What follows belongs to an exercise in optimizing a design on an open flow for a short achievable clock period and few clock cycles; a production flow would make more cautious choices. Only simulation tests tie the RTL to the original design; equivalence was not proved. The flow treats the clock pin as an ideal source. Dropping or thinning the clock tree relies on that and would not hold on a real chip.

==> flow/design.v <==
package sha256_pkg;
   localparam logic [255:0] SHA256_IV = {
      32'h6a09e667, 32'hbb67ae85, 32'h3c6ef372, 32'ha54ff53a,
      32'h510e527f, 32'h9b05688c, 32'h1f83d9ab, 32'h5be0cd19
   };
   localparam logic [7:0] PAD_BYTE = 8'h80;
   localparam logic [1:0] FILL  = 2'd0;
   localparam logic [1:0] PAD   = 2'd1;
   localparam logic [1:0] ISSUE = 2'd2;
   localparam logic [1:0] WAIT  = 2'd3;
endpackage
import sha256_pkg::*;
module sha256_last_word
(
   input  logic [31:0] data,
   input  logic [2:0]  n,
   output logic [31:0] word,
   output logic        pad_pending
);
   logic [2:0] nb;
   always_comb begin
      nb   = (n > 3'd4) ? 3'd4 : n;   
      word = '0;
      for (int unsigned b = 0; b < 4; b++) begin
         if (b < 32'(nb)) begin
            word[31-8*b -: 8] = data[31-8*b -: 8];
         end else if (b == 32'(nb)) begin
            word[31-8*b -: 8] = PAD_BYTE;
         end
      end
      pad_pending = (nb == 3'd4);
   end
endmodule
import sha256_pkg::*;
module sha256_msg_padder
#(
   parameter int unsigned DATA_WIDTH = 32
)
(
   input  logic                  clk,
   input  logic                  rst_n,
   input  logic                  i_valid,
   input  logic [DATA_WIDTH-1:0] i_data,
   input  logic                  i_last,
   input  logic [2:0]            i_last_bytes,
   output logic                  o_ready,
   output logic [511:0]          o_block,
   output logic [255:0]          o_hash_in,
   output logic                  o_load,
   input  logic [255:0]          i_digest,
   input  logic                  i_digest_valid,
   output logic [255:0]          o_digest,
   output logic                  o_done
);
   logic [31:0]  bw [16];
   logic [15:0]  wsel;       
   logic [15:0]  above;      
   logic [15:0]  tmask;      
   logic [15:0]  ptail;      
   logic [15:0]  jsel;       
   logic [31:0]  keepm;      
   logic [31:0]  padm;       
   logic         init;       
   logic         b_fill;     
   logic         b_fin;      
   logic         b_ovf;      
   logic         b_lw;       
   logic         b_full;     
   logic         b_first;    
   logic         b_final;    
   logic         mid_msg;    
   logic         f_fits;     
   logic         ovf_pend;   
   logic         ovf_pad;    
   logic [1:0]   lb;         
   logic [58:0]  wlen;
   logic         inc_q;      
   logic [7:1]   cy;         
   logic         settled;    
   logic         wlen_clr;
   logic [63:0]  len_bits;
   logic         len_go;
   logic         busy;       
   logic         a_final;
   logic         have_dig;   
   logic [31:0]  lw_word, in_word, lw_keep, lw_padb;
   logic [2:0]   nbc;
   logic         lw_pad, accept, nb4, copy, dv, w15;
   sha256_last_word u_last_word (
      .data        (i_data),
      .n           (i_last_bytes),
      .word        (lw_word),
      .pad_pending (lw_pad)
   );
   assign nb4       = lw_pad;
   assign in_word   = i_data;
   assign nbc       = (i_last_bytes > 3'd4) ? 3'd4 : i_last_bytes;
   always_comb begin
      for (int unsigned b = 0; b < 4; b++) begin
         lw_keep[31-8*b -: 8] = (32'(nbc) > b)  ? 8'hff : 8'h00;
         lw_padb[31-8*b -: 8] = (32'(nbc) == b) ? PAD_BYTE : 8'h00;
      end
   end
   assign accept    = b_fill && i_valid;
   assign dv        = busy && i_digest_valid;
   assign copy      = b_full && (!busy || i_digest_valid);
   assign w15       = wsel[15];
   assign settled   = !inc_q && (cy == '0);
   assign len_go    = settled && b_lw;
   assign wlen_clr  = len_go;
   assign len_bits  = {wlen, lb, 3'b000};
   assign o_ready   = b_fill;
   always_ff @(posedge clk or negedge rst_n) begin
      if (!rst_n) begin
         wlen  <= '0;
         inc_q <= 1'b0;
         cy    <= '0;
      end else begin
         inc_q <= accept && (!i_last || nb4);
         if (wlen_clr) begin
            wlen <= '0;
            cy   <= '0;
         end else begin
            wlen[7:0] <= wlen[7:0] + {7'd0, inc_q};
            cy[1]     <= inc_q && (wlen[7:0] == 8'hff);
            for (int unsigned c = 1; c < 7; c++) begin
               wlen[8*c +: 8] <= wlen[8*c +: 8] + {7'd0, cy[c]};
               cy[c+1]        <= cy[c] && (wlen[8*c +: 8] == 8'hff);
            end
            wlen[58:56] <= wlen[58:56] + {2'd0, cy[7]};
         end
      end
   end
   always_ff @(posedge clk) begin
      for (int unsigned i = 0; i < 16; i++) begin
         if (wsel[i]) begin
            bw[i] <= in_word;
         end else if (jsel[i]) begin
            bw[i] <= (bw[i] & keepm) | padm;
         end else if (i >= 14 && len_go) begin
            bw[i] <= (i == 14) ? len_bits[63:32] : len_bits[31:0];
         end else if (tmask[i] || b_ovf) begin
            if (ptail[i] || (i == 0 && ovf_pad)) bw[i] <= {PAD_BYTE, 24'h0};
            else                                 bw[i] <= '0;
         end
      end
   end
   always_ff @(posedge clk or negedge rst_n) begin
      if (!rst_n) begin
         init     <= 1'b1;
         wsel     <= '0;
         above    <= '0;
         tmask    <= '0;
         ptail    <= '0;
         jsel     <= '0;
         keepm    <= '0;
         padm     <= '0;
         b_fill   <= 1'b0;
         b_fin    <= 1'b0;
         b_ovf    <= 1'b0;
         b_lw     <= 1'b0;
         b_full   <= 1'b0;
         b_first  <= 1'b0;
         b_final  <= 1'b0;
         mid_msg  <= 1'b0;
         f_fits   <= 1'b0;
         ovf_pend <= 1'b0;
         ovf_pad  <= 1'b0;
         lb       <= '0;
      end else begin
         init  <= 1'b0;
         b_fin <= 1'b0;
         b_ovf <= 1'b0;
         tmask <= '0;
         ptail <= '0;
         jsel  <= '0;
         if (init) begin
            b_fill <= 1'b1;
            wsel   <= 16'd1;
            above  <= 16'hfffe;
         end
         if (accept) begin
            wsel  <= {wsel[14:0], 1'b0};
            above <= {above[14:0], 1'b0};
            if (!i_last) begin
               if (w15) begin
                  b_fill  <= 1'b0;
                  b_full  <= 1'b1;
                  b_first <= !mid_msg;
                  b_final <= 1'b0;
                  mid_msg <= 1'b1;
               end
            end else begin
               lb      <= nb4 ? 2'd0 : i_last_bytes[1:0];
               f_fits  <= nb4 ? above[13] : above[14];
               b_first <= !mid_msg;
               b_fill  <= 1'b0;
               wsel    <= '0;
               b_fin   <= 1'b1;
               jsel    <= wsel;
               keepm   <= lw_keep;
               padm    <= lw_padb;
               tmask   <= above;
               ptail   <= nb4 ? {wsel[14:0], 1'b0} : 16'd0;
               ovf_pad <= nb4 && w15;
            end
         end
         if (b_fin && !f_fits) begin
            b_full   <= 1'b1;
            b_final  <= 1'b0;
            mid_msg  <= 1'b1;
            ovf_pend <= 1'b1;
         end
         if (b_ovf) begin
            b_first <= 1'b0;
         end
         if ((b_fin && f_fits) || b_ovf) begin
            b_lw <= 1'b1;
         end
         if (len_go) begin
            b_lw    <= 1'b0;
            b_full  <= 1'b1;
            b_final <= 1'b1;
            mid_msg <= 1'b0;
         end
         if (copy) begin
            b_full <= 1'b0;
            if (ovf_pend) begin
               ovf_pend <= 1'b0;
               b_ovf    <= 1'b1;
            end else begin
               b_fill <= 1'b1;
               wsel   <= 16'd1;
               above  <= 16'hfffe;
            end
         end
      end
   end
   logic [511:0] blk_b;
   logic         blk_hold, nxt_first, iv_now, dig_ld, have_h;
   always_comb begin
      for (int unsigned i = 0; i < 16; i++) blk_b[511-32*i -: 32] = bw[i];
   end
   assign blk_hold  = busy && !i_digest_valid;
   assign nxt_first = b_full && b_first;
   assign iv_now    = nxt_first && !busy;
   assign dig_ld    = dv && a_final;
   always_ff @(posedge clk) begin
      o_block   <= blk_hold ? (o_block & {512{busy}}) : blk_b;
      o_hash_in <= dv ? (nxt_first ? SHA256_IV : i_digest)
                      : (iv_now ? SHA256_IV : (o_hash_in & {256{have_h}}));
      o_digest  <= dig_ld ? i_digest : (o_digest & {256{have_dig}});
   end
   always_ff @(posedge clk or negedge rst_n) begin
      if (!rst_n) begin
         busy     <= 1'b0;
         a_final  <= 1'b0;
         have_dig <= 1'b0;
         have_h   <= 1'b0;
         o_load   <= 1'b0;
         o_done   <= 1'b0;
      end else begin
         o_load <= copy;
         o_done <= dig_ld;
         if (dig_ld) have_dig <= 1'b1;
         if (dv || iv_now) have_h <= 1'b1;
         if (copy) begin
            busy    <= 1'b1;
            a_final <= b_final;
         end else if (dv) begin
            busy <= 1'b0;
         end
      end
   end
endmodule
clock: 4.0 ns
lec_check: 0
cap_margin: 20
core_area: 5 5 475 475
die_area: 0 0 480 480
hold_slack_margin: 0.05
setup_slack_margin: 2.2
slew_margin: 20
standard.sh (not shown) runs the stock make flow with config.mk's settings and CLKGATE_MAP_FILE= SYNTH_SCRIPT=/design/flow/synth_recipe.tcl, a recipe that flattens the netlist after the stock synthesis.
==> flow/flow/run.sh <==
#!/bin/bash
# The standard layout with a hand-built clock tree in place of TritonCTS
# (pre_cts.tcl, manual_cts.tcl). Make's output goes to run_make.log; each
# ORFS step also writes its own log under orfs/logs.
set -euo pipefail
export PRE_CTS_TCL="$(pwd)/flow/pre_cts.tcl"
bash standard.sh finish > run_make.log 2>&1
==> flow/flow/pre_cts.tcl <==
# Sourced by ORFS's cts.tcl before clock tree synthesis. It replaces
# clock_tree_synthesis with a hand-built tree (manual_cts.tcl), built when
# cts.tcl calls clock_tree_synthesis, so the rest of the CTS step
# (legalization, timing repair) runs on it. Three levels of clock buffers:
# 4 driven by the clock port, then 16 and 128, each driving the next level's
# buffers in its region; the last level drives the flip-flops.
source [file join [file dirname [info script]] manual_cts.tcl]
rename clock_tree_synthesis mcts_tritoncts
proc clock_tree_synthesis {args} {
  puts "manual cts: clock_tree_synthesis $args replaced by the manual tree"
  set buf sky130_fd_sc_hd__clkbuf_16
  build_manual_clock_tree clk {2 4 7} [list $buf $buf $buf]
  set_propagated_clock [all_clocks]
}
Other scripts of this flow, unchanged in this note and not shown: flow/flow/manual_cts.tcl
Testbench counts at the start, summed over its fixed seeds: cycles 5,962.
Edit:
==> flow/flow/pre_cts.tcl (replaced) <==
# Sourced by ORFS's cts.tcl before clock tree synthesis: builds the clock
# tree by hand (manual_cts.tcl) and turns clock_tree_synthesis into a no-op,
# so the rest of the CTS step (legalization, timing repair) runs on it.
# Four levels of inverters (an even number, so the clock keeps its sense):
# 4 driven by the clock port, then 32, 64 and 256, each driving the next
# level's inverters in its region; the last level drives the flip-flops.
source [file join [file dirname [info script]] manual_cts.tcl]
set inv sky130_fd_sc_hd__inv_16
build_manual_clock_tree clk {2 5 6 8} [list $inv $inv $inv $inv]
rename clock_tree_synthesis mcts_tritoncts
proc clock_tree_synthesis {args} {
  puts "manual cts: clock_tree_synthesis $args skipped, the tree is built"
  set_propagated_clock [all_clocks]
}
Settings changed: SETUP_SLACK_MARGIN 2.2 to 2.5.
Effect: With this change the flow ended with an error in global routing (5_1_grt). Synthesized area is unchanged. Synthesized cell count does not change.
Edit:
==> flow/flow/pre_cts.tcl (replaced) <==
# Sourced by ORFS's cts.tcl before clock tree synthesis. It replaces
# clock_tree_synthesis with a hand-built tree (manual_cts.tcl), built when
# cts.tcl calls clock_tree_synthesis, that is after repair_clock_inverters,
# so the rest of the CTS step (legalization, timing repair) runs on it.
# Four levels of inverters (an even number, so the clock keeps its sense):
# 4 driven by the clock port, then 32, 64 and 256, each driving the next
# level's inverters in its region; the last level drives the flip-flops.
source [file join [file dirname [info script]] manual_cts.tcl]
rename clock_tree_synthesis mcts_tritoncts
proc clock_tree_synthesis {args} {
  puts "manual cts: clock_tree_synthesis $args replaced by the manual tree"
  set inv sky130_fd_sc_hd__inv_16
  build_manual_clock_tree clk {2 5 6 8} [list $inv $inv $inv $inv]
  set_propagated_clock [all_clocks]
}
Settings changed: SETUP_SLACK_MARGIN 2.5 to 2.2.
Outcome: The changed run passed the timing, DRC and antenna checks. Area after synthesis is unchanged. Synthesized cell count is unchanged.
In the first and third runs of this note the design's own scripts or RTL, not TritonCTS, make the clock network.

[static timing again, ports no longer ideal]
The results above use ideal ports. As a check the final layouts listed here were re-extracted and re-timed, cells and wires unchanged.
Step 1 assumes that a clkbuf_16 drives the clock port and a buf_2 every other input.
Step 2 times the ports against the registers' clock, not the clock port: input delays grow and output delays shrink by t, the midpoint of the rising clock arrivals with the driver on.
a / b / c = ideal / step 1 / step 2; a / b = the first two.
| run | t, ns | setup slack, ns | worst slew at a driven data input, ns |
|---|---|---|---|
| the first run | 0.791 | 1.852 / 1.804 / 1.626 | 0.31 |
| the third run | 0.718 | 1.764 / 1.764 / 1.659 | 0.32 |
After both steps every run listed still meets setup and hold. For the first run, which loses most, drivers alone change the setup slack by -0.048 ns; drivers and shift together by -0.226 ns.
